From an optimization exercise on the open Yosys and OpenROAD flow, aimed at small area, a short achievable clock period and few clock cycles; shortcuts taken in it are not production practice.
Only simulation tests tie the RTL to the original design; equivalence was not proved.
Power and IR drop assume default switching activity.

==> flow/design.v, too long to show whole: its modules and the start of the top module <==
// module mlp_layer_sequencer: 3505 lines
// module mlp_fa: 10 lines
// module mlp_fx: 12 lines
// module mlp_fy: 14 lines
// module mlp_x2: 3 lines
// module mlp_mj: 3 lines
// module mlp_nd: 3 lines
// module mlp_nr: 3 lines
// module mlp_mi: 3 lines
// module mlp_inv: 3 lines
// module mlp_ha: 9 lines
module mlp_layer_sequencer #(
    parameter int N_IN  = 784,
    parameter int N_OUT = 10,
    parameter int DW    = 32,
    parameter int FRAC  = 24,
    parameter int ACCW  = 74,
    parameter int RELU  = 1,
    localparam int c_iw = (N_IN > 1) ? $clog2(N_IN) : 1,
    localparam int c_ww = (N_IN * N_OUT > 1) ? $clog2(N_IN * N_OUT) : 1,
    localparam int c_ow = (N_OUT > 1) ? $clog2(N_OUT) : 1
) (
    input  logic            clk,
    input  logic            rst_n,
    input  logic            start,
    output logic            busy,
    output logic            done,
    output logic            sat,
    output logic            rd_en,
    output logic [c_iw-1:0] in_addr,
    output logic [c_ww-1:0] w_addr,
    output logic [c_ow-1:0] b_addr,
    input  logic [DW-1:0]   in_data,
    input  logic [DW-1:0]   w_data,
    input  logic [DW-1:0]   b_data,
    output logic            out_we,
    output logic [c_ow-1:0] out_addr,
    output logic [DW-1:0]   out_data
);
  // ...
==> flow/flow/run.sh <==
#!/bin/bash
# Layout flow: the standard ORFS flow, except that ports are buffered with
# plain buffers and the resizer may not use the delay cells.
set -euo pipefail
DLY="sky130_fd_sc_hd__clkdlybuf4s15_1 sky130_fd_sc_hd__clkdlybuf4s15_2 \
sky130_fd_sc_hd__clkdlybuf4s18_1 sky130_fd_sc_hd__clkdlybuf4s18_2 \
sky130_fd_sc_hd__clkdlybuf4s25_1 sky130_fd_sc_hd__clkdlybuf4s25_2 \
sky130_fd_sc_hd__clkdlybuf4s50_1 sky130_fd_sc_hd__clkdlybuf4s50_2 \
sky130_fd_sc_hd__dlygate4sd1_1 sky130_fd_sc_hd__dlygate4sd2_1 sky130_fd_sc_hd__dlygate4sd3_1 \
sky130_fd_sc_hd__dlymetal6s2s_1 sky130_fd_sc_hd__dlymetal6s4s_1 sky130_fd_sc_hd__dlymetal6s6s_1"
export DONT_USE_CELLS="$DLY"
export BUFFER_PORTS_ARGS="-buffer_cell sky130_fd_sc_hd__buf_2"
# Timing repair aims 5 ns below the clock period (the period itself is unchanged).
# Clock tree synthesis as in ORFS's cts.tcl, without dummy balancing loads and
# with larger sink clusters.
CTS="-sink_clustering_enable -repair_clock_nets -dont_use_dummy_load -sink_clustering_size 25 -sink_clustering_max_diameter 80"
bash standard.sh finish SETUP_SLACK_MARGIN=5 "CTS_ARGS=$CTS" > flow_make.log 2>&1
==> flow/standard.sh <==
#!/bin/bash
# synth_recipe.tcl (not shown) runs the flow's synth.tcl, then flattens the netlist and writes it again
# the make line also repeats each setting of config.mk as NAME=value (left out here)
make -C /OpenROAD-flow-scripts/flow DESIGN_CONFIG=/design/flow/config.mk WORK_HOME=/design/flow/orfs CLKGATE_MAP_FILE= SYNTH_SCRIPT=/design/flow/synth_recipe.tcl "${@:-finish}"
==> flow/config.mk <==
export PLATFORM = sky130hd
export DESIGN_NAME = mlp_layer_sequencer
export DESIGN_NICKNAME = mlp_layer_sequencer
export VERILOG_FILES = /design/flow/design.v
export SDC_FILE = /design/flow/constraint.sdc
export NUM_CORES = 4
export LEC_CHECK = 0
export CAP_MARGIN = 20
export CORE_MARGIN = 2
export CORE_UTILIZATION = 60
export SLEW_MARGIN = 20
export SYNTH_HIERARCHICAL = 1
==> flow/constraint.sdc <==
create_clock -name core_clock -period 11.0 [get_ports {clk}]
set_input_delay 2.2000 -clock core_clock [delete_from_list [all_inputs] [get_ports {clk}]]
set_output_delay 2.2000 -clock core_clock [all_outputs]
set_load 0.01 [all_outputs]
==> results.cfg, run 1 <==
[power]
pg_clk_mw = 1.20
p_comb_share_pct = 63.0
pwr-share-clk_pct = 9.4

[cts]
cts_tree = built
ctsResizeCount = 0
cts_sinks = 543

[placed_design]
dp.cells = 4449

[yosys]
synth-adder-area-share_pct = 34.6
synthMuxAreaShare_pct = 1.81
synth-xor-area-share_pct = 14.9
synth_top_area_share_pct = 27.4
synth_edf_count = 0
syn_nets = 4569

[grt]
grt_usage_pct = 31.5
met2_usage_pct = 52.5
globalRoute.busiestLayer = met2

[drt]
antenna_left = 0
avgRoutedWirePerCell_um = 23.4
route.detailed.drc = 0

[finish]
final_common_cell = dfxtp_1
register_area_um2 = 10900
buffer_area_share_pct = 2.04
final_cell_area_um2 = 41300
multi_input_area_share_pct = 64.1

[run_status]
status = timing/DRC/antenna clean

[timing]
clock-skew-final_ps = 78.6

[worst_setup_path]
reg2reg_to = r_hi[73]$_DFF_P_
cp_max_fo = 4

[floorplanning]
boundaryPins = 167
die_width_um = 261
Testbench counts, summed over its fixed seeds: cycles 188,320.
==> run 2: changes to the inputs <==
--- a/flow/design.v
+++ b/flow/design.v
@@ -123,37 +123,42 @@
         neg_r <= neg_d;
         one_r <= one_d;
         two_r <= two_d;
     end
     logic [33:0] pp_0, pp_1, pp_2, pp_3, pp_4, pp_5, pp_6, pp_7,
                  pp_8, pp_9, pp_10, pp_11, pp_12, pp_13, pp_14, pp_15;
     logic [33:0] pp [16];
     logic [31:0] an_l, an_h;
-    logic [15:0] onen [4], twon [4], negn [4];
+    logic [15:0] onen_a, onen_b, twon_a, twon_b, negn_a, negn_b;
     for (genvar g = 0; g < 32; g++) begin : g_ainv
         mlp_inv u_l (.a(a_r[g]), .y(an_l[g]));
         mlp_inv u_h (.a(a_r[g]), .y(an_h[g]));
     end
     for (genvar g = 0; g < 16; g++) begin : g_sinv
-        for (genvar q = 0; q < 4; q++) begin : g_q
-            mlp_inv u_o (.a(one_r[g]), .y(onen[q][g]));
-            mlp_inv u_t (.a(two_r[g]), .y(twon[q][g]));
-            mlp_inv u_n (.a(neg_r[g]), .y(negn[q][g]));
-        end
+        mlp_inv u_oa (.a(one_r[g]), .y(onen_a[g]));
+        mlp_inv u_ob (.a(one_r[g]), .y(onen_b[g]));
+        mlp_inv u_ta (.a(two_r[g]), .y(twon_a[g]));
+        mlp_inv u_tb (.a(two_r[g]), .y(twon_b[g]));
+        mlp_inv u_na (.a(neg_r[g]), .y(negn_a[g]));
+        mlp_inv u_nb (.a(neg_r[g]), .y(negn_b[g]));
     end
     always_comb begin
         for (int k = 0; k < 16; k++) begin
             logic [31:0] aa;
             logic [33:0] x1, x2;
             aa = (k < 8) ? ~an_l : ~an_h;
             x1 = {aa[31], aa[31], aa};
             x2 = {aa[31], aa, 1'b0};
-            for (int i = 0; i < 34; i++)
-                pp[k][i] = ((x1[i] & ~onen[i / 9][k]) | (x2[i] & ~twon[i / 9][k])) ^ ~negn[i / 9][k];
+            for (int i = 0; i < 34; i++) begin
+                if (i < 17)
+                    pp[k][i] = ((x1[i] & ~onen_a[k]) | (x2[i] & ~twon_a[k])) ^ ~negn_a[k];
+                else
+                    pp[k][i] = ((x1[i] & ~onen_b[k]) | (x2[i] & ~twon_b[k])) ^ ~negn_b[k];
+            end
         end
     end
     assign pp_0 = pp[0];   assign pp_1 = pp[1];   assign pp_2 = pp[2];   assign pp_3 = pp[3];
     assign pp_4 = pp[4];   assign pp_5 = pp[5];   assign pp_6 = pp[6];   assign pp_7 = pp[7];
     assign pp_8 = pp[8];   assign pp_9 = pp[9];   assign pp_10 = pp[10]; assign pp_11 = pp[11];
     assign pp_12 = pp[12]; assign pp_13 = pp[13]; assign pp_14 = pp[14]; assign pp_15 = pp[15];
     logic [73:0] r_s, r_c, srow, crow, s_nx, c_nx;
     logic [7:0] f3n;
@@ -1722,53 +1727,53 @@
     mlp_fa u_tl81 (.a(pp_5[1]), .b(tl0c), .c(tl1s), .s(tl81s), .co(tl81c));
     mlp_fa u_tl82 (.a(pp_4[4]), .b(pp_5[2]), .c(pp_6[0]), .s(tl82s), .co(tl82c));
     mlp_fa u_tl83 (.a(tl1c), .b(tl3s), .c(tl2s), .s(tl83s), .co(tl83c));
     mlp_fa u_tl84 (.a(pp_5[3]), .b(pp_6[1]), .c(tl3c), .s(tl84s), .co(tl84c));
     mlp_fa u_tl85 (.a(tl5s), .b(tl2c), .c(tl4s), .s(tl85s), .co(tl85c));
     mlp_fa u_tl86 (.a(pp_7[0]), .b(tl5c), .c(tl8s), .s(tl86s), .co(tl86c));
     mlp_fa u_tl87 (.a(tl4c), .b(tl6s), .c(tl7s), .s(tl87s), .co(tl87c));
     mlp_fa u_tl88 (.a(tl8c), .b(tl11s), .c(tl6c), .s(tl88s), .co(tl88c));
-    mlp_fa u_tl89 (.a(tl7c), .b(tl9s), .c(tl10s), .s(tl89s), .co(tl89c));
+    mlp_fx u_tl89 (.a(tl7c), .b(tl9s), .c(tl10s), .s(tl89s), .co(tl89c));
     mlp_fa u_tl90 (.a(tl11c), .b(tl14s), .c(tl9c), .s(tl90s), .co(tl90c));
-    mlp_fa u_tl91 (.a(tl10c), .b(tl12s), .c(tl13s), .s(tl91s), .co(tl91c));
+    mlp_fx u_tl91 (.a(tl10c), .b(tl12s), .c(tl13s), .s(tl91s), .co(tl91c));
     mlp_fa u_tl92 (.a(tl14c), .b(tl17s), .c(tl12c), .s(tl92s), .co(tl92c));
-    mlp_fa u_tl93 (.a(tl13c), .b(tl15s), .c(tl16s), .s(tl93s), .co(tl93c));
+    mlp_fx u_tl93 (.a(tl13c), .b(tl15s), .c(tl16s), .s(tl93s), .co(tl93c));
     mlp_fa u_tl94 (.a(tl17c), .b(tl20s), .c(tl15c), .s(tl94s), .co(tl94c));
-    mlp_fa u_tl95 (.a(tl16c), .b(tl18s), .c(tl19s), .s(tl95s), .co(tl95c));
+    mlp_fx u_tl95 (.a(tl16c), .b(tl18s), .c(tl19s), .s(tl95s), .co(tl95c));
     mlp_fa u_tl96 (.a(tl20c), .b(tl23s), .c(tl18c), .s(tl96s), .co(tl96c));
-    mlp_fa u_tl97 (.a(tl19c), .b(tl21s), .c(tl22s), .s(tl97s), .co(tl97c));
+    mlp_fx u_tl97 (.a(tl19c), .b(tl21s), .c(tl22s), .s(tl97s), .co(tl97c));
     mlp_fa u_tl98 (.a(tl23c), .b(tl26s), .c(tl21c), .s(tl98s), .co(tl98c));
-    mlp_fa u_tl99 (.a(tl22c), .b(tl24s), .c(tl25s), .s(tl99s), .co(tl99c));
+    mlp_fx u_tl99 (.a(tl22c), .b(tl24s), .c(tl25s), .s(tl99s), .co(tl99c));
     mlp_fa u_tl100 (.a(tl26c), .b(tl29s), .c(tl24c), .s(tl100s), .co(tl100c));
-    mlp_fa u_tl101 (.a(tl25c), .b(tl27s), .c(tl28s), .s(tl101s), .co(tl101c));
+    mlp_fx u_tl101 (.a(tl25c), .b(tl27s), .c(tl28s), .s(tl101s), .co(tl101c));
     mlp_fa u_tl102 (.a(tl29c), .b(tl32s), .c(tl27c), .s(tl102s), .co(tl102c));
-    mlp_fa u_tl103 (.a(tl28c), .b(tl30s), .c(tl31s), .s(tl103s), .co(tl103c));
+    mlp_fx u_tl103 (.a(tl28c), .b(tl30s), .c(tl31s), .s(tl103s), .co(tl103c));
     mlp_fa u_tl104 (.a(tl32c), .b(tl35s), .c(tl30c), .s(tl104s), .co(tl104c));
-    mlp_fa u_tl105 (.a(tl31c), .b(tl33s), .c(tl34s), .s(tl105s), .co(tl105c));
+    mlp_fx u_tl105 (.a(tl31c), .b(tl33s), .c(tl34s), .s(tl105s), .co(tl105c));
     mlp_fa u_tl106 (.a(tl35c), .b(tl38s), .c(tl33c), .s(tl106s), .co(tl106c));
-    mlp_fa u_tl107 (.a(tl34c), .b(tl36s), .c(tl37s), .s(tl107s), .co(tl107c));
+    mlp_fx u_tl107 (.a(tl34c), .b(tl36s), .c(tl37s), .s(tl107s), .co(tl107c));
     mlp_fa u_tl108 (.a(tl38c), .b(tl41s), .c(tl36c), .s(tl108s), .co(tl108c));
-    mlp_fa u_tl109 (.a(tl37c), .b(tl39s), .c(tl40s), .s(tl109s), .co(tl109c));
+    mlp_fx u_tl109 (.a(tl37c), .b(tl39s), .c(tl40s), .s(tl109s), .co(tl109c));
     mlp_fa u_tl110 (.a(tl41c), .b(tl44s), .c(tl39c), .s(tl110s), .co(tl110c));
-    mlp_fa u_tl111 (.a(tl40c), .b(tl42s), .c(tl43s), .s(tl111s), .co(tl111c));
+    mlp_fx u_tl111 (.a(tl40c), .b(tl42s), .c(tl43s), .s(tl111s), .co(tl111c));
     mlp_fa u_tl112 (.a(tl44c), .b(tl47s), .c(tl42c), .s(tl112s), .co(tl112c));
-    mlp_fa u_tl113 (.a(tl43c), .b(tl45s), .c(tl46s), .s(tl113s), .co(tl113c));
+    mlp_fx u_tl113 (.a(tl43c), .b(tl45s), .c(tl46s), .s(tl113s), .co(tl113c));
     mlp_fa u_tl114 (.a(tl47c), .b(tl50s), .c(tl45c), .s(tl114s), .co(tl114c));
-    mlp_fa u_tl115 (.a(tl46c), .b(tl48s), .c(tl49s), .s(tl115s), .co(tl115c));
+    mlp_fx u_tl115 (.a(tl46c), .b(tl48s), .c(tl49s), .s(tl115s), .co(tl115c));
     mlp_fa u_tl116 (.a(tl50c), .b(tl53s), .c(tl48c), .s(tl116s), .co(tl116c));
-    mlp_fa u_tl117 (.a(tl49c), .b(tl51s), .c(tl52s), .s(tl117s), .co(tl117c));
+    mlp_fx u_tl117 (.a(tl49c), .b(tl51s), .c(tl52s), .s(tl117s), .co(tl117c));
     mlp_fa u_tl118 (.a(tl53c), .b(tl56s), .c(tl51c), .s(tl118s), .co(tl118c));
-    mlp_fa u_tl119 (.a(tl52c), .b(tl54s), .c(tl55s), .s(tl119s), .co(tl119c));
+    mlp_fx u_tl119 (.a(tl52c), .b(tl54s), .c(tl55s), .s(tl119s), .co(tl119c));
     mlp_fa u_tl120 (.a(tl56c), .b(tl59s), .c(tl54c), .s(tl120s), .co(tl120c));
-    mlp_fa u_tl121 (.a(tl55c), .b(tl57s), .c(tl58s), .s(tl121s), .co(tl121c));
+    mlp_fx u_tl121 (.a(tl55c), .b(tl57s), .c(tl58s), .s(tl121s), .co(tl121c));
     mlp_fa u_tl122 (.a(tl59c), .b(tl62s), .c(tl57c), .s(tl122s), .co(tl122c));
-    mlp_fa u_tl123 (.a(tl58c), .b(tl60s), .c(tl61s), .s(tl123s), .co(tl123c));
+    mlp_fx u_tl123 (.a(tl58c), .b(tl60s), .c(tl61s), .s(tl123s), .co(tl123c));
     mlp_fa u_tl124 (.a(tl62c), .b(tl65s), .c(tl60c), .s(tl124s), .co(tl124c));
-    mlp_fa u_tl125 (.a(tl61c), .b(tl63s), .c(tl64s), .s(tl125s), .co(tl125c));
+    mlp_fx u_tl125 (.a(tl61c), .b(tl63s), .c(tl64s), .s(tl125s), .co(tl125c));
     mlp_fa u_tl126 (.a(pp_7[20]), .b(tl65c), .c(tl63c), .s(tl126s), .co(tl126c));
     mlp_fa u_tl127 (.a(tl64c), .b(tl66s), .c(tl67s), .s(tl127s), .co(tl127c));
     mlp_fa u_tl128 (.a(pp_6[23]), .b(pp_7[21]), .c(tl69s), .s(tl128s), .co(tl128c));
     mlp_fa u_tl129 (.a(tl66c), .b(tl67c), .c(tl68s), .s(tl129s), .co(tl129c));
     mlp_fa u_tl130 (.a(pp_5[26]), .b(pp_6[24]), .c(pp_7[22]), .s(tl130s), .co(tl130c));
     mlp_fa u_tl131 (.a(tl69c), .b(tl68c), .c(tl70s), .s(tl131s), .co(tl131c));
     mlp_fa u_tl132 (.a(pp_4[29]), .b(pp_5[27]), .c(pp_6[25]), .s(tl132s), .co(tl132c));
     mlp_fa u_tl133 (.a(pp_7[23]), .b(tl71s), .c(tl70c), .s(tl133s), .co(tl133c));
@@ -1780,62 +1785,62 @@
     mlp_ha u_tl139 (.a(~pp_4[33]), .b(pp_5[31]), .s(tl139s), .co(tl139c));
     mlp_ha u_tl140 (.a(neg_r[2]), .b(pp_0[4]), .s(tl140s), .co(tl140c));
     mlp_ha u_tl141 (.a(pp_0[5]), .b(pp_1[3]), .s(tl141s), .co(tl141c));
     mlp_fa u_tl142 (.a(pp_1[4]), .b(pp_2[2]), .c(pp_3[0]), .s(tl142s), .co(tl142c));
     mlp_fa u_tl143 (.a(pp_2[3]), .b(pp_3[1]), .c(tl72c), .s(tl143s), .co(tl143c));
     mlp_fa u_tl144 (.a(pp_4[0]), .b(tl73c), .c(tl75s), .s(tl144s), .co(tl144c));
     mlp_fa u_tl145 (.a(tl75c), .b(tl77s), .c(tl74c), .s(tl145s), .co(tl145c));
     mlp_fa u_tl146 (.a(tl77c), .b(tl76c), .c(tl78s), .s(tl146s), .co(tl146c));
-    mlp_fa u_tl147 (.a(tl78c), .b(tl80s), .c(tl79c), .s(tl147s), .co(tl147c));
+    mlp_fa u_tl147 (.a(tl78c), .b(tl80s), .c(tl81s), .s(tl147s), .co(tl147c));
     mlp_fa u_tl148 (.a(tl80c), .b(tl82s), .c(tl81c), .s(tl148s), .co(tl148c));
-    mlp_fa u_tl149 (.a(tl82c), .b(tl84s), .c(tl83c), .s(tl149s), .co(tl149c));
-    mlp_fa u_tl150 (.a(tl84c), .b(tl86s), .c(tl85c), .s(tl150s), .co(tl150c));
-    mlp_fa u_tl151 (.a(tl86c), .b(tl88s), .c(tl87c), .s(tl151s), .co(tl151c));
-    mlp_fa u_tl152 (.a(tl88c), .b(tl90s), .c(tl89c), .s(tl152s), .co(tl152c));
-    mlp_fa u_tl153 (.a(tl90c), .b(tl92s), .c(tl91c), .s(tl153s), .co(tl153c));
-    mlp_fa u_tl154 (.a(tl92c), .b(tl94s), .c(tl93c), .s(tl154s), .co(tl154c));
-    mlp_fa u_tl155 (.a(tl94c), .b(tl96s), .c(tl95c), .s(tl155s), .co(tl155c));
-    mlp_fa u_tl156 (.a(tl96c), .b(tl98s), .c(tl97c), .s(tl156s), .co(tl156c));
-    mlp_fa u_tl157 (.a(tl98c), .b(tl100s), .c(tl99c), .s(tl157s), .co(tl157c));
-    mlp_fa u_tl158 (.a(tl100c), .b(tl102s), .c(tl101c), .s(tl158s), .co(tl158c));
-    mlp_fa u_tl159 (.a(tl102c), .b(tl104s), .c(tl103c), .s(tl159s), .co(tl159c));
-    mlp_fa u_tl160 (.a(tl104c), .b(tl106s), .c(tl105c), .s(tl160s), .co(tl160c));
-    mlp_fa u_tl161 (.a(tl106c), .b(tl108s), .c(tl107c), .s(tl161s), .co(tl161c));
-    mlp_fa u_tl162 (.a(tl108c), .b(tl110s), .c(tl109c), .s(tl162s), .co(tl162c));
-    mlp_fa u_tl163 (.a(tl110c), .b(tl112s), .c(tl111c), .s(tl163s), .co(tl163c));
-    mlp_fa u_tl164 (.a(tl112c), .b(tl114s), .c(tl113c), .s(tl164s), .co(tl164c));
-    mlp_fa u_tl165 (.a(tl114c), .b(tl116s), .c(tl115c), .s(tl165s), .co(tl165c));
-    mlp_fa u_tl166 (.a(tl116c), .b(tl118s), .c(tl117c), .s(tl166s), .co(tl166c));
-    mlp_fa u_tl167 (.a(tl118c), .b(tl120s), .c(tl119c), .s(tl167s), .co(tl167c));
-    mlp_fa u_tl168 (.a(tl120c), .b(tl122s), .c(tl121c), .s(tl168s), .co(tl168c));
-    mlp_fa u_tl169 (.a(tl122c), .b(tl124s), .c(tl123c), .s(tl169s), .co(tl169c));
-    mlp_fa u_tl170 (.a(tl124c), .b(tl126s), .c(tl125c), .s(tl170s), .co(tl170c));
-    mlp_fa u_tl171 (.a(tl126c), .b(tl128s), .c(tl127c), .s(tl171s), .co(tl171c));
-    mlp_fa u_tl172 (.a(tl130s), .b(tl128c), .c(tl129c), .s(tl172s), .co(tl172c));
-    mlp_fa u_tl173 (.a(tl130c), .b(tl132s), .c(tl131c), .s(tl173s), .co(tl173c));
+    mlp_fx u_tl149 (.a(tl82c), .b(tl84s), .c(tl83c), .s(tl149s), .co(tl149c));
+    mlp_fx u_tl150 (.a(tl84c), .b(tl86s), .c(tl85c), .s(tl150s), .co(tl150c));
+    mlp_fx u_tl151 (.a(tl86c), .b(tl88s), .c(tl87c), .s(tl151s), .co(tl151c));
+    mlp_fx u_tl152 (.a(tl88c), .b(tl90s), .c(tl89c), .s(tl152s), .co(tl152c));
+    mlp_fx u_tl153 (.a(tl90c), .b(tl92s), .c(tl91c), .s(tl153s), .co(tl153c));
+    mlp_fx u_tl154 (.a(tl92c), .b(tl94s), .c(tl93c), .s(tl154s), .co(tl154c));
+    mlp_fx u_tl155 (.a(tl94c), .b(tl96s), .c(tl95c), .s(tl155s), .co(tl155c));
+    mlp_fx u_tl156 (.a(tl96c), .b(tl98s), .c(tl97c), .s(tl156s), .co(tl156c));
+    mlp_fx u_tl157 (.a(tl98c), .b(tl100s), .c(tl99c), .s(tl157s), .co(tl157c));
+    mlp_fx u_tl158 (.a(tl100c), .b(tl102s), .c(tl101c), .s(tl158s), .co(tl158c));
+    mlp_fx u_tl159 (.a(tl102c), .b(tl104s), .c(tl103c), .s(tl159s), .co(tl159c));
+    mlp_fx u_tl160 (.a(tl104c), .b(tl106s), .c(tl105c), .s(tl160s), .co(tl160c));
+    mlp_fx u_tl161 (.a(tl106c), .b(tl108s), .c(tl107c), .s(tl161s), .co(tl161c));
+    mlp_fx u_tl162 (.a(tl108c), .b(tl110s), .c(tl109c), .s(tl162s), .co(tl162c));
+    mlp_fx u_tl163 (.a(tl110c), .b(tl112s), .c(tl111c), .s(tl163s), .co(tl163c));
+    mlp_fx u_tl164 (.a(tl112c), .b(tl114s), .c(tl113c), .s(tl164s), .co(tl164c));
+    mlp_fx u_tl165 (.a(tl114c), .b(tl116s), .c(tl115c), .s(tl165s), .co(tl165c));
+    mlp_fx u_tl166 (.a(tl116c), .b(tl118s), .c(tl117c), .s(tl166s), .co(tl166c));
+    mlp_fx u_tl167 (.a(tl118c), .b(tl120s), .c(tl119c), .s(tl167s), .co(tl167c));
+    mlp_fx u_tl168 (.a(tl120c), .b(tl122s), .c(tl121c), .s(tl168s), .co(tl168c));
+    mlp_fx u_tl169 (.a(tl122c), .b(tl124s), .c(tl123c), .s(tl169s), .co(tl169c));
+    mlp_fx u_tl170 (.a(tl126s), .b(tl124c), .c(tl125c), .s(tl170s), .co(tl170c));
+    mlp_fx u_tl171 (.a(tl128s), .b(tl126c), .c(tl127c), .s(tl171s), .co(tl171c));
+    mlp_fx u_tl172 (.a(tl130s), .b(tl128c), .c(tl129c), .s(tl172s), .co(tl172c));
+    mlp_fx u_tl173 (.a(tl130c), .b(tl132s), .c(tl133s), .s(tl173s), .co(tl173c));
     mlp_fa u_tl174 (.a(tl132c), .b(tl134s), .c(tl135s), .s(tl174s), .co(tl174c));
     mlp_fa u_tl175 (.a(tl137s), .b(tl134c), .c(tl136s), .s(tl175s), .co(tl175c));
     mlp_fa u_tl176 (.a(pp_7[26]), .b(tl137c), .c(tl136c), .s(tl176s), .co(tl176c));
     mlp_fa u_tl177 (.a(pp_6[29]), .b(pp_7[27]), .c(tl139s), .s(tl177s), .co(tl177c));
     mlp_fa u_tl178 (.a(pp_5[32]), .b(pp_6[30]), .c(pp_7[28]), .s(tl178s), .co(tl178c));
     mlp_ha u_tl179 (.a(~pp_5[33]), .b(pp_6[31]), .s(tl179s), .co(tl179c));
     mlp_ha u_tl180 (.a(neg_r[1]), .b(pp_0[2]), .s(tl180s), .co(tl180c));
     mlp_ha u_tl181 (.a(pp_0[3]), .b(pp_1[1]), .s(tl181s), .co(tl181c));
     mlp_fa u_tl182 (.a(pp_1[2]), .b(pp_2[0]), .c(tl140s), .s(tl182s), .co(tl182c));
     mlp_fa u_tl183 (.a(pp_2[1]), .b(tl140c), .c(tl141s), .s(tl183s), .co(tl183c));
     mlp_fa u_tl184 (.a(tl141c), .b(tl72s), .c(tl142s), .s(tl184s), .co(tl184c));
     mlp_fa u_tl185 (.a(tl73s), .b(tl142c), .c(tl143s), .s(tl185s), .co(tl185c));
     mlp_fa u_tl186 (.a(tl74s), .b(tl143c), .c(tl144s), .s(tl186s), .co(tl186c));
     mlp_fa u_tl187 (.a(tl76s), .b(tl144c), .c(tl145s), .s(tl187s), .co(tl187c));
-    mlp_fa u_tl188 (.a(tl145c), .b(tl79s), .c(tl146s), .s(tl188s), .co(tl188c));
-    mlp_fa u_tl189 (.a(tl81s), .b(tl146c), .c(tl147s), .s(tl189s), .co(tl189c));
-    mlp_fa u_tl190 (.a(tl83s), .b(tl147c), .c(tl148s), .s(tl190s), .co(tl190c));
-    mlp_fa u_tl191 (.a(tl85s), .b(tl148c), .c(tl149s), .s(tl191s), .co(tl191c));
-    mlp_fx u_tl192 (.a(tl87s), .b(tl149c), .c(tl150s), .s(tl192s), .co(tl192c));
+    mlp_fa u_tl188 (.a(tl79s), .b(tl145c), .c(tl146s), .s(tl188s), .co(tl188c));
+    mlp_fx u_tl189 (.a(tl79c), .b(tl146c), .c(tl147s), .s(tl189s), .co(tl189c));
+    mlp_fa u_tl190 (.a(tl83s), .b(tl148s), .c(tl147c), .s(tl190s), .co(tl190c));
+    mlp_fa u_tl191 (.a(tl85s), .b(tl149s), .c(tl148c), .s(tl191s), .co(tl191c));
+    mlp_fx u_tl192 (.a(tl87s), .b(tl150s), .c(tl149c), .s(tl192s), .co(tl192c));
     mlp_fx u_tl193 (.a(tl89s), .b(tl150c), .c(tl151s), .s(tl193s), .co(tl193c));
     mlp_fx u_tl194 (.a(tl91s), .b(tl151c), .c(tl152s), .s(tl194s), .co(tl194c));
     mlp_fx u_tl195 (.a(tl93s), .b(tl152c), .c(tl153s), .s(tl195s), .co(tl195c));
     mlp_fx u_tl196 (.a(tl95s), .b(tl153c), .c(tl154s), .s(tl196s), .co(tl196c));
     mlp_fx u_tl197 (.a(tl97s), .b(tl154c), .c(tl155s), .s(tl197s), .co(tl197c));
     mlp_fx u_tl198 (.a(tl99s), .b(tl155c), .c(tl156s), .s(tl198s), .co(tl198c));
     mlp_fx u_tl199 (.a(tl101s), .b(tl156c), .c(tl157s), .s(tl199s), .co(tl199c));
     mlp_fx u_tl200 (.a(tl103s), .b(tl157c), .c(tl158s), .s(tl200s), .co(tl200c));
@@ -1847,22 +1852,22 @@
     mlp_fx u_tl206 (.a(tl115s), .b(tl163c), .c(tl164s), .s(tl206s), .co(tl206c));
     mlp_fx u_tl207 (.a(tl117s), .b(tl164c), .c(tl165s), .s(tl207s), .co(tl207c));
     mlp_fx u_tl208 (.a(tl119s), .b(tl165c), .c(tl166s), .s(tl208s), .co(tl208c));
     mlp_fx u_tl209 (.a(tl121s), .b(tl166c), .c(tl167s), .s(tl209s), .co(tl209c));
     mlp_fx u_tl210 (.a(tl123s), .b(tl167c), .c(tl168s), .s(tl210s), .co(tl210c));
     mlp_fx u_tl211 (.a(tl125s), .b(tl168c), .c(tl169s), .s(tl211s), .co(tl211c));
     mlp_fx u_tl212 (.a(tl127s), .b(tl169c), .c(tl170s), .s(tl212s), .co(tl212c));
     mlp_fx u_tl213 (.a(tl129s), .b(tl170c), .c(tl171s), .s(tl213s), .co(tl213c));
-    mlp_fx u_tl214 (.a(tl131s), .b(tl171c), .c(tl172s), .s(tl214s), .co(tl214c));
-    mlp_fx u_tl215 (.a(tl133s), .b(tl172c), .c(tl173s), .s(tl215s), .co(tl215c));
-    mlp_fa u_tl216 (.a(tl133c), .b(tl174s), .c(tl173c), .s(tl216s), .co(tl216c));
+    mlp_fx u_tl214 (.a(tl131s), .b(tl172s), .c(tl171c), .s(tl214s), .co(tl214c));
+    mlp_fx u_tl215 (.a(tl131c), .b(tl173s), .c(tl172c), .s(tl215s), .co(tl215c));
+    mlp_fx u_tl216 (.a(tl133c), .b(tl174s), .c(tl173c), .s(tl216s), .co(tl216c));
     mlp_fa u_tl217 (.a(tl135c), .b(tl175s), .c(tl174c), .s(tl217s), .co(tl217c));
-    mlp_fa u_tl218 (.a(tl138s), .b(tl175c), .c(tl176s), .s(tl218s), .co(tl218c));
-    mlp_fa u_tl219 (.a(tl138c), .b(tl176c), .c(tl177s), .s(tl219s), .co(tl219c));
+    mlp_fa u_tl218 (.a(tl138s), .b(tl176s), .c(tl175c), .s(tl218s), .co(tl218c));
+    mlp_fa u_tl219 (.a(tl138c), .b(tl177s), .c(tl176c), .s(tl219s), .co(tl219c));
     mlp_fa u_tl220 (.a(tl139c), .b(tl178s), .c(tl177c), .s(tl220s), .co(tl220c));
     mlp_fa u_tl221 (.a(pp_7[29]), .b(tl179s), .c(tl178c), .s(tl221s), .co(tl221c));
     mlp_fa u_tl222 (.a(pp_6[32]), .b(pp_7[30]), .c(tl179c), .s(tl222s), .co(tl222c));
     mlp_ha u_tl223 (.a(~pp_6[33]), .b(pp_7[31]), .s(tl223s), .co(tl223c));
     mlp_ha u_th0 (.a(neg_r[13]), .b(pp_8[10]), .s(th0s), .co(th0c));
     mlp_ha u_th1 (.a(pp_8[11]), .b(pp_9[9]), .s(th1s), .co(th1c));
     mlp_fa u_th2 (.a(neg_r[14]), .b(pp_8[12]), .c(pp_9[10]), .s(th2s), .co(th2c));
     mlp_ha u_th3 (.a(pp_10[8]), .b(pp_11[6]), .s(th3s), .co(th3c));
@@ -1946,53 +1951,53 @@
     mlp_fa u_th81 (.a(pp_13[1]), .b(th0c), .c(th1s), .s(th81s), .co(th81c));
     mlp_fa u_th82 (.a(pp_12[4]), .b(pp_13[2]), .c(pp_14[0]), .s(th82s), .co(th82c));
     mlp_fa u_th83 (.a(th1c), .b(th3s), .c(th2s), .s(th83s), .co(th83c));
     mlp_fa u_th84 (.a(pp_13[3]), .b(pp_14[1]), .c(th3c), .s(th84s), .co(th84c));
     mlp_fa u_th85 (.a(th5s), .b(th2c), .c(th4s), .s(th85s), .co(th85c));
     mlp_fa u_th86 (.a(pp_15[0]), .b(th5c), .c(th8s), .s(th86s), .co(th86c));
     mlp_fa u_th87 (.a(th4c), .b(th6s), .c(th7s), .s(th87s), .co(th87c));
     mlp_fa u_th88 (.a(th8c), .b(th11s), .c(th6c), .s(th88s), .co(th88c));
-    mlp_fa u_th89 (.a(th7c), .b(th9s), .c(th10s), .s(th89s), .co(th89c));
+    mlp_fx u_th89 (.a(th7c), .b(th9s), .c(th10s), .s(th89s), .co(th89c));
     mlp_fa u_th90 (.a(th11c), .b(th14s), .c(th9c), .s(th90s), .co(th90c));
-    mlp_fa u_th91 (.a(th10c), .b(th12s), .c(th13s), .s(th91s), .co(th91c));
+    mlp_fx u_th91 (.a(th10c), .b(th12s), .c(th13s), .s(th91s), .co(th91c));
     mlp_fa u_th92 (.a(th14c), .b(th17s), .c(th12c), .s(th92s), .co(th92c));
-    mlp_fa u_th93 (.a(th13c), .b(th15s), .c(th16s), .s(th93s), .co(th93c));
+    mlp_fx u_th93 (.a(th13c), .b(th15s), .c(th16s), .s(th93s), .co(th93c));
     mlp_fa u_th94 (.a(th17c), .b(th20s), .c(th15c), .s(th94s), .co(th94c));
-    mlp_fa u_th95 (.a(th16c), .b(th18s), .c(th19s), .s(th95s), .co(th95c));
+    mlp_fx u_th95 (.a(th16c), .b(th18s), .c(th19s), .s(th95s), .co(th95c));
     mlp_fa u_th96 (.a(th20c), .b(th23s), .c(th18c), .s(th96s), .co(th96c));
-    mlp_fa u_th97 (.a(th19c), .b(th21s), .c(th22s), .s(th97s), .co(th97c));
+    mlp_fx u_th97 (.a(th19c), .b(th21s), .c(th22s), .s(th97s), .co(th97c));
     mlp_fa u_th98 (.a(th23c), .b(th26s), .c(th21c), .s(th98s), .co(th98c));
-    mlp_fa u_th99 (.a(th22c), .b(th24s), .c(th25s), .s(th99s), .co(th99c));
+    mlp_fx u_th99 (.a(th22c), .b(th24s), .c(th25s), .s(th99s), .co(th99c));
     mlp_fa u_th100 (.a(th26c), .b(th29s), .c(th24c), .s(th100s), .co(th100c));
-    mlp_fa u_th101 (.a(th25c), .b(th27s), .c(th28s), .s(th101s), .co(th101c));
+    mlp_fx u_th101 (.a(th25c), .b(th27s), .c(th28s), .s(th101s), .co(th101c));
     mlp_fa u_th102 (.a(th29c), .b(th32s), .c(th27c), .s(th102s), .co(th102c));
-    mlp_fa u_th103 (.a(th28c), .b(th30s), .c(th31s), .s(th103s), .co(th103c));
+    mlp_fx u_th103 (.a(th28c), .b(th30s), .c(th31s), .s(th103s), .co(th103c));
     mlp_fa u_th104 (.a(th32c), .b(th35s), .c(th30c), .s(th104s), .co(th104c));
-    mlp_fa u_th105 (.a(th31c), .b(th33s), .c(th34s), .s(th105s), .co(th105c));
+    mlp_fx u_th105 (.a(th31c), .b(th33s), .c(th34s), .s(th105s), .co(th105c));
     mlp_fa u_th106 (.a(th35c), .b(th38s), .c(th33c), .s(th106s), .co(th106c));
-    mlp_fa u_th107 (.a(th34c), .b(th36s), .c(th37s), .s(th107s), .co(th107c));
+    mlp_fx u_th107 (.a(th34c), .b(th36s), .c(th37s), .s(th107s), .co(th107c));
     mlp_fa u_th108 (.a(th38c), .b(th41s), .c(th36c), .s(th108s), .co(th108c));
-    mlp_fa u_th109 (.a(th37c), .b(th39s), .c(th40s), .s(th109s), .co(th109c));
+    mlp_fx u_th109 (.a(th37c), .b(th39s), .c(th40s), .s(th109s), .co(th109c));
     mlp_fa u_th110 (.a(th41c), .b(th44s), .c(th39c), .s(th110s), .co(th110c));
-    mlp_fa u_th111 (.a(th40c), .b(th42s), .c(th43s), .s(th111s), .co(th111c));
+    mlp_fx u_th111 (.a(th40c), .b(th42s), .c(th43s), .s(th111s), .co(th111c));
     mlp_fa u_th112 (.a(th44c), .b(th47s), .c(th42c), .s(th112s), .co(th112c));
-    mlp_fa u_th113 (.a(th43c), .b(th45s), .c(th46s), .s(th113s), .co(th113c));
+    mlp_fx u_th113 (.a(th43c), .b(th45s), .c(th46s), .s(th113s), .co(th113c));
     mlp_fa u_th114 (.a(th47c), .b(th50s), .c(th45c), .s(th114s), .co(th114c));
-    mlp_fa u_th115 (.a(th46c), .b(th48s), .c(th49s), .s(th115s), .co(th115c));
+    mlp_fx u_th115 (.a(th46c), .b(th48s), .c(th49s), .s(th115s), .co(th115c));
     mlp_fa u_th116 (.a(th50c), .b(th53s), .c(th48c), .s(th116s), .co(th116c));
-    mlp_fa u_th117 (.a(th49c), .b(th51s), .c(th52s), .s(th117s), .co(th117c));
+    mlp_fx u_th117 (.a(th49c), .b(th51s), .c(th52s), .s(th117s), .co(th117c));
     mlp_fa u_th118 (.a(th53c), .b(th56s), .c(th51c), .s(th118s), .co(th118c));
-    mlp_fa u_th119 (.a(th52c), .b(th54s), .c(th55s), .s(th119s), .co(th119c));
+    mlp_fx u_th119 (.a(th52c), .b(th54s), .c(th55s), .s(th119s), .co(th119c));
     mlp_fa u_th120 (.a(th56c), .b(th59s), .c(th54c), .s(th120s), .co(th120c));
-    mlp_fa u_th121 (.a(th55c), .b(th57s), .c(th58s), .s(th121s), .co(th121c));
+    mlp_fx u_th121 (.a(th55c), .b(th57s), .c(th58s), .s(th121s), .co(th121c));
     mlp_fa u_th122 (.a(th59c), .b(th62s), .c(th57c), .s(th122s), .co(th122c));
-    mlp_fa u_th123 (.a(th58c), .b(th60s), .c(th61s), .s(th123s), .co(th123c));
+    mlp_fx u_th123 (.a(th58c), .b(th60s), .c(th61s), .s(th123s), .co(th123c));
     mlp_fa u_th124 (.a(th62c), .b(th65s), .c(th60c), .s(th124s), .co(th124c));
-    mlp_fa u_th125 (.a(th61c), .b(th63s), .c(th64s), .s(th125s), .co(th125c));
+    mlp_fx u_th125 (.a(th61c), .b(th63s), .c(th64s), .s(th125s), .co(th125c));
     mlp_fa u_th126 (.a(pp_15[20]), .b(th65c), .c(th63c), .s(th126s), .co(th126c));
     mlp_fa u_th127 (.a(th64c), .b(th66s), .c(th67s), .s(th127s), .co(th127c));
     mlp_fa u_th128 (.a(pp_14[23]), .b(pp_15[21]), .c(th69s), .s(th128s), .co(th128c));
     mlp_fa u_th129 (.a(th66c), .b(th67c), .c(th68s), .s(th129s), .co(th129c));
     mlp_fa u_th130 (.a(pp_13[26]), .b(pp_14[24]), .c(pp_15[22]), .s(th130s), .co(th130c));
     mlp_fa u_th131 (.a(th69c), .b(th68c), .c(th70s), .s(th131s), .co(th131c));
     mlp_fa u_th132 (.a(pp_12[29]), .b(pp_13[27]), .c(pp_14[25]), .s(th132s), .co(th132c));
     mlp_fa u_th133 (.a(pp_15[23]), .b(th71s), .c(th70c), .s(th133s), .co(th133c));
@@ -2004,62 +2009,62 @@
     mlp_ha u_th139 (.a(~pp_12[33]), .b(pp_13[31]), .s(th139s), .co(th139c));
     mlp_ha u_th140 (.a(neg_r[10]), .b(pp_8[4]), .s(th140s), .co(th140c));
     mlp_ha u_th141 (.a(pp_8[5]), .b(pp_9[3]), .s(th141s), .co(th141c));
     mlp_fa u_th142 (.a(pp_9[4]), .b(pp_10[2]), .c(pp_11[0]), .s(th142s), .co(th142c));
     mlp_fa u_th143 (.a(pp_10[3]), .b(pp_11[1]), .c(th72c), .s(th143s), .co(th143c));
     mlp_fa u_th144 (.a(pp_12[0]), .b(th73c), .c(th75s), .s(th144s), .co(th144c));
     mlp_fa u_th145 (.a(th75c), .b(th77s), .c(th74c), .s(th145s), .co(th145c));
     mlp_fa u_th146 (.a(th77c), .b(th76c), .c(th78s), .s(th146s), .co(th146c));
-    mlp_fa u_th147 (.a(th78c), .b(th80s), .c(th79c), .s(th147s), .co(th147c));
+    mlp_fa u_th147 (.a(th78c), .b(th80s), .c(th81s), .s(th147s), .co(th147c));
     mlp_fa u_th148 (.a(th80c), .b(th82s), .c(th81c), .s(th148s), .co(th148c));
-    mlp_fa u_th149 (.a(th82c), .b(th84s), .c(th83c), .s(th149s), .co(th149c));
-    mlp_fa u_th150 (.a(th84c), .b(th86s), .c(th85c), .s(th150s), .co(th150c));
-    mlp_fa u_th151 (.a(th86c), .b(th88s), .c(th87c), .s(th151s), .co(th151c));
-    mlp_fa u_th152 (.a(th88c), .b(th90s), .c(th89c), .s(th152s), .co(th152c));
-    mlp_fa u_th153 (.a(th90c), .b(th92s), .c(th91c), .s(th153s), .co(th153c));
-    mlp_fa u_th154 (.a(th92c), .b(th94s), .c(th93c), .s(th154s), .co(th154c));
-    mlp_fa u_th155 (.a(th94c), .b(th96s), .c(th95c), .s(th155s), .co(th155c));
-    mlp_fa u_th156 (.a(th96c), .b(th98s), .c(th97c), .s(th156s), .co(th156c));
-    mlp_fa u_th157 (.a(th98c), .b(th100s), .c(th99c), .s(th157s), .co(th157c));
-    mlp_fa u_th158 (.a(th100c), .b(th102s), .c(th101c), .s(th158s), .co(th158c));
-    mlp_fa u_th159 (.a(th102c), .b(th104s), .c(th103c), .s(th159s), .co(th159c));
-    mlp_fa u_th160 (.a(th104c), .b(th106s), .c(th105c), .s(th160s), .co(th160c));
-    mlp_fa u_th161 (.a(th106c), .b(th108s), .c(th107c), .s(th161s), .co(th161c));
-    mlp_fa u_th162 (.a(th108c), .b(th110s), .c(th109c), .s(th162s), .co(th162c));
-    mlp_fa u_th163 (.a(th110c), .b(th112s), .c(th111c), .s(th163s), .co(th163c));
-    mlp_fa u_th164 (.a(th112c), .b(th114s), .c(th113c), .s(th164s), .co(th164c));
-    mlp_fa u_th165 (.a(th114c), .b(th116s), .c(th115c), .s(th165s), .co(th165c));
-    mlp_fa u_th166 (.a(th116c), .b(th118s), .c(th117c), .s(th166s), .co(th166c));
-    mlp_fa u_th167 (.a(th118c), .b(th120s), .c(th119c), .s(th167s), .co(th167c));
-    mlp_fa u_th168 (.a(th120c), .b(th122s), .c(th121c), .s(th168s), .co(th168c));
-    mlp_fa u_th169 (.a(th122c), .b(th124s), .c(th123c), .s(th169s), .co(th169c));
-    mlp_fa u_th170 (.a(th124c), .b(th126s), .c(th125c), .s(th170s), .co(th170c));
-    mlp_fa u_th171 (.a(th126c), .b(th128s), .c(th127c), .s(th171s), .co(th171c));
-    mlp_fa u_th172 (.a(th130s), .b(th128c), .c(th129c), .s(th172s), .co(th172c));
-    mlp_fa u_th173 (.a(th130c), .b(th132s), .c(th131c), .s(th173s), .co(th173c));
+    mlp_fx u_th149 (.a(th82c), .b(th84s), .c(th83c), .s(th149s), .co(th149c));
+    mlp_fx u_th150 (.a(th84c), .b(th86s), .c(th85c), .s(th150s), .co(th150c));
+    mlp_fx u_th151 (.a(th86c), .b(th88s), .c(th87c), .s(th151s), .co(th151c));
+    mlp_fx u_th152 (.a(th88c), .b(th90s), .c(th89c), .s(th152s), .co(th152c));
+    mlp_fx u_th153 (.a(th90c), .b(th92s), .c(th91c), .s(th153s), .co(th153c));
+    mlp_fx u_th154 (.a(th92c), .b(th94s), .c(th93c), .s(th154s), .co(th154c));
+    mlp_fx u_th155 (.a(th94c), .b(th96s), .c(th95c), .s(th155s), .co(th155c));
+    mlp_fx u_th156 (.a(th96c), .b(th98s), .c(th97c), .s(th156s), .co(th156c));
+    mlp_fx u_th157 (.a(th98c), .b(th100s), .c(th99c), .s(th157s), .co(th157c));
+    mlp_fx u_th158 (.a(th100c), .b(th102s), .c(th101c), .s(th158s), .co(th158c));
+    mlp_fx u_th159 (.a(th102c), .b(th104s), .c(th103c), .s(th159s), .co(th159c));
+    mlp_fx u_th160 (.a(th104c), .b(th106s), .c(th105c), .s(th160s), .co(th160c));
+    mlp_fx u_th161 (.a(th106c), .b(th108s), .c(th107c), .s(th161s), .co(th161c));
+    mlp_fx u_th162 (.a(th108c), .b(th110s), .c(th109c), .s(th162s), .co(th162c));
+    mlp_fx u_th163 (.a(th110c), .b(th112s), .c(th111c), .s(th163s), .co(th163c));
+    mlp_fx u_th164 (.a(th112c), .b(th114s), .c(th113c), .s(th164s), .co(th164c));
+    mlp_fx u_th165 (.a(th114c), .b(th116s), .c(th115c), .s(th165s), .co(th165c));
+    mlp_fx u_th166 (.a(th116c), .b(th118s), .c(th117c), .s(th166s), .co(th166c));
+    mlp_fx u_th167 (.a(th118c), .b(th120s), .c(th119c), .s(th167s), .co(th167c));
+    mlp_fx u_th168 (.a(th120c), .b(th122s), .c(th121c), .s(th168s), .co(th168c));
+    mlp_fx u_th169 (.a(th122c), .b(th124s), .c(th123c), .s(th169s), .co(th169c));
+    mlp_fx u_th170 (.a(th126s), .b(th124c), .c(th125c), .s(th170s), .co(th170c));
+    mlp_fx u_th171 (.a(th128s), .b(th126c), .c(th127c), .s(th171s), .co(th171c));
+    mlp_fx u_th172 (.a(th130s), .b(th128c), .c(th129c), .s(th172s), .co(th172c));
+    mlp_fx u_th173 (.a(th130c), .b(th132s), .c(th133s), .s(th173s), .co(th173c));
     mlp_fa u_th174 (.a(th132c), .b(th134s), .c(th135s), .s(th174s), .co(th174c));
     mlp_fa u_th175 (.a(th137s), .b(th134c), .c(th136s), .s(th175s), .co(th175c));
     mlp_fa u_th176 (.a(pp_15[26]), .b(th137c), .c(th136c), .s(th176s), .co(th176c));
     mlp_fa u_th177 (.a(pp_14[29]), .b(pp_15[27]), .c(th139s), .s(th177s), .co(th177c));
     mlp_fa u_th178 (.a(pp_13[32]), .b(pp_14[30]), .c(pp_15[28]), .s(th178s), .co(th178c));
     mlp_ha u_th179 (.a(~pp_13[33]), .b(pp_14[31]), .s(th179s), .co(th179c));
     mlp_ha u_th180 (.a(neg_r[9]), .b(pp_8[2]), .s(th180s), .co(th180c));
     mlp_ha u_th181 (.a(pp_8[3]), .b(pp_9[1]), .s(th181s), .co(th181c));
     mlp_fa u_th182 (.a(pp_9[2]), .b(pp_10[0]), .c(th140s), .s(th182s), .co(th182c));
     mlp_fa u_th183 (.a(pp_10[1]), .b(th140c), .c(th141s), .s(th183s), .co(th183c));
     mlp_fa u_th184 (.a(th141c), .b(th72s), .c(th142s), .s(th184s), .co(th184c));
     mlp_fa u_th185 (.a(th73s), .b(th142c), .c(th143s), .s(th185s), .co(th185c));
     mlp_fa u_th186 (.a(th74s), .b(th143c), .c(th144s), .s(th186s), .co(th186c));
     mlp_fa u_th187 (.a(th76s), .b(th144c), .c(th145s), .s(th187s), .co(th187c));
-    mlp_fa u_th188 (.a(th145c), .b(th79s), .c(th146s), .s(th188s), .co(th188c));
-    mlp_fa u_th189 (.a(th81s), .b(th146c), .c(th147s), .s(th189s), .co(th189c));
-    mlp_fa u_th190 (.a(th83s), .b(th147c), .c(th148s), .s(th190s), .co(th190c));
-    mlp_fa u_th191 (.a(th85s), .b(th148c), .c(th149s), .s(th191s), .co(th191c));
-    mlp_fx u_th192 (.a(th87s), .b(th149c), .c(th150s), .s(th192s), .co(th192c));
+    mlp_fa u_th188 (.a(th79s), .b(th145c), .c(th146s), .s(th188s), .co(th188c));
+    mlp_fx u_th189 (.a(th79c), .b(th146c), .c(th147s), .s(th189s), .co(th189c));
+    mlp_fa u_th190 (.a(th83s), .b(th148s), .c(th147c), .s(th190s), .co(th190c));
+    mlp_fa u_th191 (.a(th85s), .b(th149s), .c(th148c), .s(th191s), .co(th191c));
+    mlp_fx u_th192 (.a(th87s), .b(th150s), .c(th149c), .s(th192s), .co(th192c));
     mlp_fx u_th193 (.a(th89s), .b(th150c), .c(th151s), .s(th193s), .co(th193c));
     mlp_fx u_th194 (.a(th91s), .b(th151c), .c(th152s), .s(th194s), .co(th194c));
     mlp_fx u_th195 (.a(th93s), .b(th152c), .c(th153s), .s(th195s), .co(th195c));
     mlp_fx u_th196 (.a(th95s), .b(th153c), .c(th154s), .s(th196s), .co(th196c));
     mlp_fx u_th197 (.a(th97s), .b(th154c), .c(th155s), .s(th197s), .co(th197c));
     mlp_fx u_th198 (.a(th99s), .b(th155c), .c(th156s), .s(th198s), .co(th198c));
     mlp_fx u_th199 (.a(th101s), .b(th156c), .c(th157s), .s(th199s), .co(th199c));
     mlp_fx u_th200 (.a(th103s), .b(th157c), .c(th158s), .s(th200s), .co(th200c));
@@ -2071,22 +2076,22 @@
     mlp_fx u_th206 (.a(th115s), .b(th163c), .c(th164s), .s(th206s), .co(th206c));
     mlp_fx u_th207 (.a(th117s), .b(th164c), .c(th165s), .s(th207s), .co(th207c));
     mlp_fx u_th208 (.a(th119s), .b(th165c), .c(th166s), .s(th208s), .co(th208c));
     mlp_fx u_th209 (.a(th121s), .b(th166c), .c(th167s), .s(th209s), .co(th209c));
     mlp_fx u_th210 (.a(th123s), .b(th167c), .c(th168s), .s(th210s), .co(th210c));
     mlp_fx u_th211 (.a(th125s), .b(th168c), .c(th169s), .s(th211s), .co(th211c));
     mlp_fx u_th212 (.a(th127s), .b(th169c), .c(th170s), .s(th212s), .co(th212c));
     mlp_fx u_th213 (.a(th129s), .b(th170c), .c(th171s), .s(th213s), .co(th213c));
-    mlp_fx u_th214 (.a(th131s), .b(th171c), .c(th172s), .s(th214s), .co(th214c));
-    mlp_fx u_th215 (.a(th133s), .b(th172c), .c(th173s), .s(th215s), .co(th215c));
-    mlp_fa u_th216 (.a(th133c), .b(th174s), .c(th173c), .s(th216s), .co(th216c));
+    mlp_fx u_th214 (.a(th131s), .b(th172s), .c(th171c), .s(th214s), .co(th214c));
+    mlp_fx u_th215 (.a(th131c), .b(th173s), .c(th172c), .s(th215s), .co(th215c));
+    mlp_fx u_th216 (.a(th133c), .b(th174s), .c(th173c), .s(th216s), .co(th216c));
     mlp_fa u_th217 (.a(th135c), .b(th175s), .c(th174c), .s(th217s), .co(th217c));
-    mlp_fa u_th218 (.a(th138s), .b(th175c), .c(th176s), .s(th218s), .co(th218c));
-    mlp_fa u_th219 (.a(th138c), .b(th176c), .c(th177s), .s(th219s), .co(th219c));
+    mlp_fa u_th218 (.a(th138s), .b(th176s), .c(th175c), .s(th218s), .co(th218c));
+    mlp_fa u_th219 (.a(th138c), .b(th177s), .c(th176c), .s(th219s), .co(th219c));
     mlp_fa u_th220 (.a(th139c), .b(th178s), .c(th177c), .s(th220s), .co(th220c));
     mlp_fa u_th221 (.a(pp_15[29]), .b(th179s), .c(th178c), .s(th221s), .co(th221c));
     mlp_fa u_th222 (.a(pp_14[32]), .b(pp_15[30]), .c(th179c), .s(th222s), .co(th222c));
     mlp_ha u_th223 (.a(~pp_14[33]), .b(pp_15[31]), .s(th223s), .co(th223c));
     mlp_fa u_tb0 (.a(pl0_r[16]), .b(pl1_r[16]), .c(ph0_r[16]), .s(tb0s), .co(tb0c));
     mlp_fa u_tb1 (.a(pl0_r[17]), .b(pl1_r[17]), .c(ph0_r[17]), .s(tb1s), .co(tb1c));
     mlp_fa u_tb2 (.a(pl0_r[18]), .b(pl1_r[18]), .c(ph0_r[18]), .s(tb2s), .co(tb2c));
     mlp_ha u_tb3 (.a(ph1_r[18]), .b(srow[18]), .s(tb3s), .co(tb3c));
@@ -2562,18 +2567,18 @@
         pl1_r[0] <= pp_0[0];
         pl0_r[1] <= pp_0[1];
         pl0_r[2] <= pp_1[0];
         pl1_r[2] <= tl180s;
         pl0_r[3] <= tl180c;
         pl1_r[3] <= tl181s;
         pl0_r[4] <= tl181c;
         pl1_r[4] <= tl182s;
-        pl0_r[5] <= tl182c;
-        pl1_r[5] <= tl183s;
+        pl0_r[5] <= tl183s;
+        pl1_r[5] <= tl182c;
         pl0_r[6] <= tl183c;
         pl1_r[6] <= tl184s;
         pl0_r[7] <= tl184c;
         pl1_r[7] <= tl185s;
         pl0_r[8] <= tl185c;
         pl1_r[8] <= tl186s;
         pl0_r[9] <= tl186c;
         pl1_r[9] <= tl187s;
@@ -2626,26 +2631,26 @@
         pl0_r[33] <= tl210c;
         pl1_r[33] <= tl211s;
         pl0_r[34] <= tl211c;
         pl1_r[34] <= tl212s;
         pl0_r[35] <= tl212c;
         pl1_r[35] <= tl213s;
         pl0_r[36] <= tl213c;
         pl1_r[36] <= tl214s;
-        pl0_r[37] <= tl214c;
-        pl1_r[37] <= tl215s;
-        pl0_r[38] <= tl215c;
-        pl1_r[38] <= tl216s;
+        pl0_r[37] <= tl215s;
+        pl1_r[37] <= tl214c;
+        pl0_r[38] <= tl216s;
+        pl1_r[38] <= tl215c;
         pl0_r[39] <= tl217s;
         pl1_r[39] <= tl216c;
         pl0_r[40] <= tl218s;
         pl1_r[40] <= tl217c;
-        pl0_r[41] <= tl218c;
-        pl1_r[41] <= tl219s;
+        pl0_r[41] <= tl219s;
+        pl1_r[41] <= tl218c;
         pl0_r[42] <= tl220s;
         pl1_r[42] <= tl219c;
         pl0_r[43] <= tl221s;
         pl1_r[43] <= tl220c;
         pl0_r[44] <= tl222s;
         pl1_r[44] <= tl221c;
         pl0_r[45] <= tl223s;
         pl1_r[45] <= tl222c;
@@ -2656,18 +2661,18 @@
         ph1_r[16] <= pp_8[0];
         ph0_r[17] <= pp_8[1];
         ph0_r[18] <= pp_9[0];
         ph1_r[18] <= th180s;
         ph0_r[19] <= th180c;
         ph1_r[19] <= th181s;
         ph0_r[20] <= th181c;
         ph1_r[20] <= th182s;
-        ph0_r[21] <= th182c;
-        ph1_r[21] <= th183s;
+        ph0_r[21] <= th183s;
+        ph1_r[21] <= th182c;
         ph0_r[22] <= th183c;
         ph1_r[22] <= th184s;
         ph0_r[23] <= th184c;
         ph1_r[23] <= th185s;
         ph0_r[24] <= th185c;
         ph1_r[24] <= th186s;
         ph0_r[25] <= th186c;
         ph1_r[25] <= th187s;
@@ -2720,26 +2725,26 @@
         ph0_r[49] <= th210c;
         ph1_r[49] <= th211s;
         ph0_r[50] <= th211c;
         ph1_r[50] <= th212s;
         ph0_r[51] <= th212c;
         ph1_r[51] <= th213s;
         ph0_r[52] <= th213c;
         ph1_r[52] <= th214s;
-        ph0_r[53] <= th214c;
-        ph1_r[53] <= th215s;
-        ph0_r[54] <= th215c;
-        ph1_r[54] <= th216s;
+        ph0_r[53] <= th215s;
+        ph1_r[53] <= th214c;
+        ph0_r[54] <= th216s;
+        ph1_r[54] <= th215c;
         ph0_r[55] <= th217s;
         ph1_r[55] <= th216c;
         ph0_r[56] <= th218s;
         ph1_r[56] <= th217c;
-        ph0_r[57] <= th218c;
-        ph1_r[57] <= th219s;
+        ph0_r[57] <= th219s;
+        ph1_r[57] <= th218c;
         ph0_r[58] <= th220s;
         ph1_r[58] <= th219c;
         ph0_r[59] <= th221s;
         ph1_r[59] <= th220c;
         ph0_r[60] <= th222s;
         ph1_r[60] <= th221c;
         ph0_r[61] <= th223s;
         ph1_r[61] <= th222c;
==> flow/flow/run.sh (replaced) <==
#!/bin/bash
# Layout flow: the standard ORFS flow, except that ports are buffered with
# plain buffers and the resizer may not use the delay cells.
set -euo pipefail
DLY="sky130_fd_sc_hd__clkdlybuf4s15_1 sky130_fd_sc_hd__clkdlybuf4s15_2 \
sky130_fd_sc_hd__clkdlybuf4s18_1 sky130_fd_sc_hd__clkdlybuf4s18_2 \
sky130_fd_sc_hd__clkdlybuf4s25_1 sky130_fd_sc_hd__clkdlybuf4s25_2 \
sky130_fd_sc_hd__clkdlybuf4s50_1 sky130_fd_sc_hd__clkdlybuf4s50_2 \
sky130_fd_sc_hd__dlygate4sd1_1 sky130_fd_sc_hd__dlygate4sd2_1 sky130_fd_sc_hd__dlygate4sd3_1 \
sky130_fd_sc_hd__dlymetal6s2s_1 sky130_fd_sc_hd__dlymetal6s4s_1 sky130_fd_sc_hd__dlymetal6s6s_1"
export DONT_USE_CELLS="$DLY"
export BUFFER_PORTS_ARGS="-buffer_cell sky130_fd_sc_hd__buf_2"
# Timing repair aims 7.6 ns below the clock period (the period itself is unchanged).
# Clock tree synthesis as in ORFS's cts.tcl, without dummy balancing loads and
# with larger sink clusters.
CTS="-sink_clustering_enable -repair_clock_nets -dont_use_dummy_load -sink_clustering_size 25 -sink_clustering_max_diameter 80"
bash standard.sh finish SETUP_SLACK_MARGIN=7.6 "CTS_ARGS=$CTS" > flow_make.log 2>&1
==> run 2 against run 1 <==
Maximum frequency is 15% higher. Flip-flop and latch count unchanged. Still clean on timing, DRC and antenna. Cell count up 4.0%. Sequential share of layout area fell by 0.77 points. Worst hold slack got worse by 60 ps.
==> results.cfg, run 2 <==
[power]
power.total_mw = 13.2
leakage_nw = 17.1
powerDensity_nw_per_um2 = 310
peakVddDrop_uv = 152

[grt]
grt_pass1_wl_mm = 166
grt_max_degree = 34
grt_usage_pct = 30.6
globalRoute.totalOverflow = 0
first_global_vias = 28739
met2_usage_pct = 45.7
grtUsageMet3_pct = 6.91
grt_util_met1_pct = 44.6
antenna_found_initial = 1
globalRoute.busiestLayer = met2

[yosys]
synth_seq_cells = 543
synth_top_area_share_pct = 27.0
syn_area_per_cell_um2 = 10.4
synth_top_flop_cell = dfxtp_1
async_flop_share_pct = 0
yosysMostFrequentCell = dfxtp_1
synth.distinct_cells = 54
yosys.area.top_type = dfxtp_1
synth_area_leaders = dfxtp_1 27%, fa_1 22%, xnor2_1 12%, o22ai_1 7.7%, xor2_1 6.9%
synth_edf_count = 0
ys_seq_area_share_pct = 27.0
synth_commonest_cells = 543 x dfxtp_1, 541 x xnor2_1, 496 x o22ai_1, 444 x fa_1, 334 x clkbuf_1
yosys_warnings = 8
synth_area_um2 = 40300
syn_nets = 4597
synthCells = 3857

[timing]
clock-skew-final_ps = 55.2
hold_viol_final = 0
setup_viol = 0
maxSlewHeadroom_pct = 27.3
finalSetupTns_ps = 0
final_max_slew_viol_count = 0
post-route-min-period_ps = 3370
max_freq_mhz = 297
rsz0062_at_grt = true
final.period_utilization_pct = 30.6
worst_pin_slew_ps = 1090

[worst_setup_path]
rrSetupSlack_ps = 7680
cp_top_family = flip-flops
crit_path_max_incr_delay_ps = 420
crit_required_ps = 8800
crit_type = reg2out
ff2ff_path_depth = 8
worstPathCellList = buf_2
critPathSlowestCell = dfxtp_1
end_kind = output pin
cp_max_fo = 2
reg2reg_to = ph1_r[50]$_DFF_P_
critical_path_buf_inv_count = 1
regToRegStartpoint = a_r[28]$_DFF_P_
cp_data_arrival_time_ps = 1170
start_kind = flip-flop

[cts]
clk_pin_slew_ps = 90
cts_buffers = 35
cts_tree = built
cts_sinks = 543
insertion_delay_ps = 580
cts_hold_buf = 0
htree_levels = 2
cts_buffer_depth = 3
cts_root_buf = clkbuf_16

[drt]
routed_wl_mm = 107
antenna_left = 0
drt_first_pass_iters = 6
avgRoutedWirePerCell_um = 22.8
vias = 28037
route.detailed.drc = 0
vias_per_cell = 6.01
drtIter0Drc = 2350

[floorplanning]
start_util_pct = 60.3
coreArea_um2 = 66800
die-area_um2 = 69300
die_width_um = 263
boundaryPins = 167
fp.dieH_um = 263
placementRows = 95

[placed_design]
io_buffers = 165
gp_congestion = 0.945
dpl.hpwl_mm = 83.5

[worst_hold_path]
hp-class = reg2reg
min_from = neg_r[8]$_DFF_P_
hold_end = ph0_r[16]$_DFF_P_
hold-path-cell-count = 0

[finish]
nets = 4534
final_cell_mix = 540 x xnor2_1, 514 x dfxtp_1, 496 x o22ai_1
top_regs = r_c x74, r_s x74
final_common_cell = xnor2_1
area_growth_syn_to_layout_pct = 5.96
drive_gt1_share_pct = 14.8
n_fill_cell = 5421

[run_status]
status = timing/DRC/antenna clean

[flow_run]
cap_violations = 0
run 2: changes by cell type after synthesis, sizes merged:
cell    delta
clkbuf    +39
inv       -96
buf        -7
xor2     +184
maj3      +92
fa        -92
run 2: layout make-up:
type	count	area, um^2	area share (%)
multi-input cells	2745	27400	64.2
flip-flops and latches	543	10900	25.5
repair buffers	251	1530	3.59
well taps	873	1090	2.56
clock buffers	35	876	2.05
inverters	218	875	2.05
diodes	1	2.50	0.00586
run 2: through the flow:
stage | instances | util [%] | hold WS, ps | setup slack, ps | area, um^2
after floorplan | 3857 | - | 351 | 7990 | 40300
final | 4666 | 63.9 | 386 | 7630 | 42700
after detailed placement | 4548 | 61.3 | 373 | 7530 | 40900
after global placement | 4548 | 61.3 | 371 | 7470 | 40900
after CTS | 4583 | 62.6 | 356 | 7600 | 41800
after global routing | 4665 | 63.9 | 389 | 7540 | 42700
run 2: worst max path at each step:
stage                                        from           endpoint  depth (start not counted)
after floorplan                  neg_r[9]$_DFF_P_  ph1_r[28]$_DFF_P_                          8
after global placement            r_s[21]$_DFF_P_   r_hi[73]$_DFF_P_                         12
after detailed placement          r_s[25]$_DFF_P_   r_hi[73]$_DFF_P_                         12
after CTS                 in_addr[3]$_SDFFE_PN0N_         in_addr[3]                          1
after global routing             two_r[8]$_DFF_P_  ph1_r[50]$_DFF_P_                          9
final                            r_out[5]$_DFF_P_        out_data[5]                          1
run 2: modules after synthesis, one instance, submodules excluded, excerpt:
module / cells / times used / cell area, um^2
mlp_fa: 1 / 419 / 20.0
mlp_ha: 1 / 104 / 12.5
mlp_inv: 1 / 169 / 3.75
mlp_layer_sequencer: 2745 / 1 / 25900
mlp_mj: 1 / 140 / 11.3
mlp_x2: 1 / 280 / 8.76
run 2: metal layers:
| layer | vias to the layer above | part of all wire, % |
|---|---|---|
| met2 | 1277 | 43 |
| met4 | 2 | 2.8 |
| met3 | 205 | 9.3 |
| li1 | 12672 | - |
| met1 | 13881 | 45 |
| met5 | - | 0.012 |
run 2: timing repair:
item / 4_1_cts / 5_1_grt
buffers inserted: 0 / 82
resized for setup: 17 / 52
setup endpoints to repair: 13 / 47
pin swaps: 4 / 9
hold endpoints to repair: 0 / 0
run 2: cell families (layout without fill, tap and decap cells):
| family | after synthesis | in the layout | synth area share (%) |
|---|---|---|---|
| xor+xnor | 858 | 858 | 18.6 |
| compound gates | 631 | 631 | 9.77 |
| buf+inv | 569 | 504 | 5.32 |
| simple gates | 410 | 410 | 5.42 |
| mux | 64 | 64 | 1.78 |
| flops | 543 | 543 | 27.0 |
| other cells | 1 | 2 | 0.00930 |
| fa+ha+maj | 781 | 781 | 32.1 |
run 2: power by group:
| part | leakage [nW] | switching (mW) | total (mW) | internal [mW] |
|---|---|---|---|---|
| combinational | 12.1 | 4.55 | 8.50 | 3.95 |
| sequential | 4.57 | 0.560 | 3.54 | 2.98 |
| clock | 0.431 | 0.645 | 1.21 | 0.566 |
Testbench counts of run 2, summed over its fixed seeds: cycles 188,320.

[static timing again, ports no longer ideal]
How much do the figures lean on ideal ports? The routed layouts below were timed once more, with nothing changed but the port constraints.
Step 1: set_driving_cell puts a clkbuf_16 on clk and a buf_2 on each other input, an assumption about the parent block.
Step 2 adds t to the input delays and takes it off the output delays; t is the mean of the earliest and latest rising clock arrival at the registers after step 1. Input paths then give back, and output paths get back, about the clock's delay inside the block.
Slacks: no drivers / after step 1 / after step 2; pairs: no drivers / after step 1.
| run | shift t [ns] | setup slack, ns | worst setup path after step 2 | slew at the worst register clock pin (ns) | worst slew at a driven data input, ns |
|---|---|---|---|---|---|
| run 1 | 0.623 | 7.125 / 7.125 / 7.125 | register to register | 0.10 / 0.10 | 0.08 |
| run 2 | 0.617 | 7.632 / 7.567 / 7.682 | register to register | 0.09 / 0.09 | 0.06 |
After both steps every run listed still meets setup and hold.
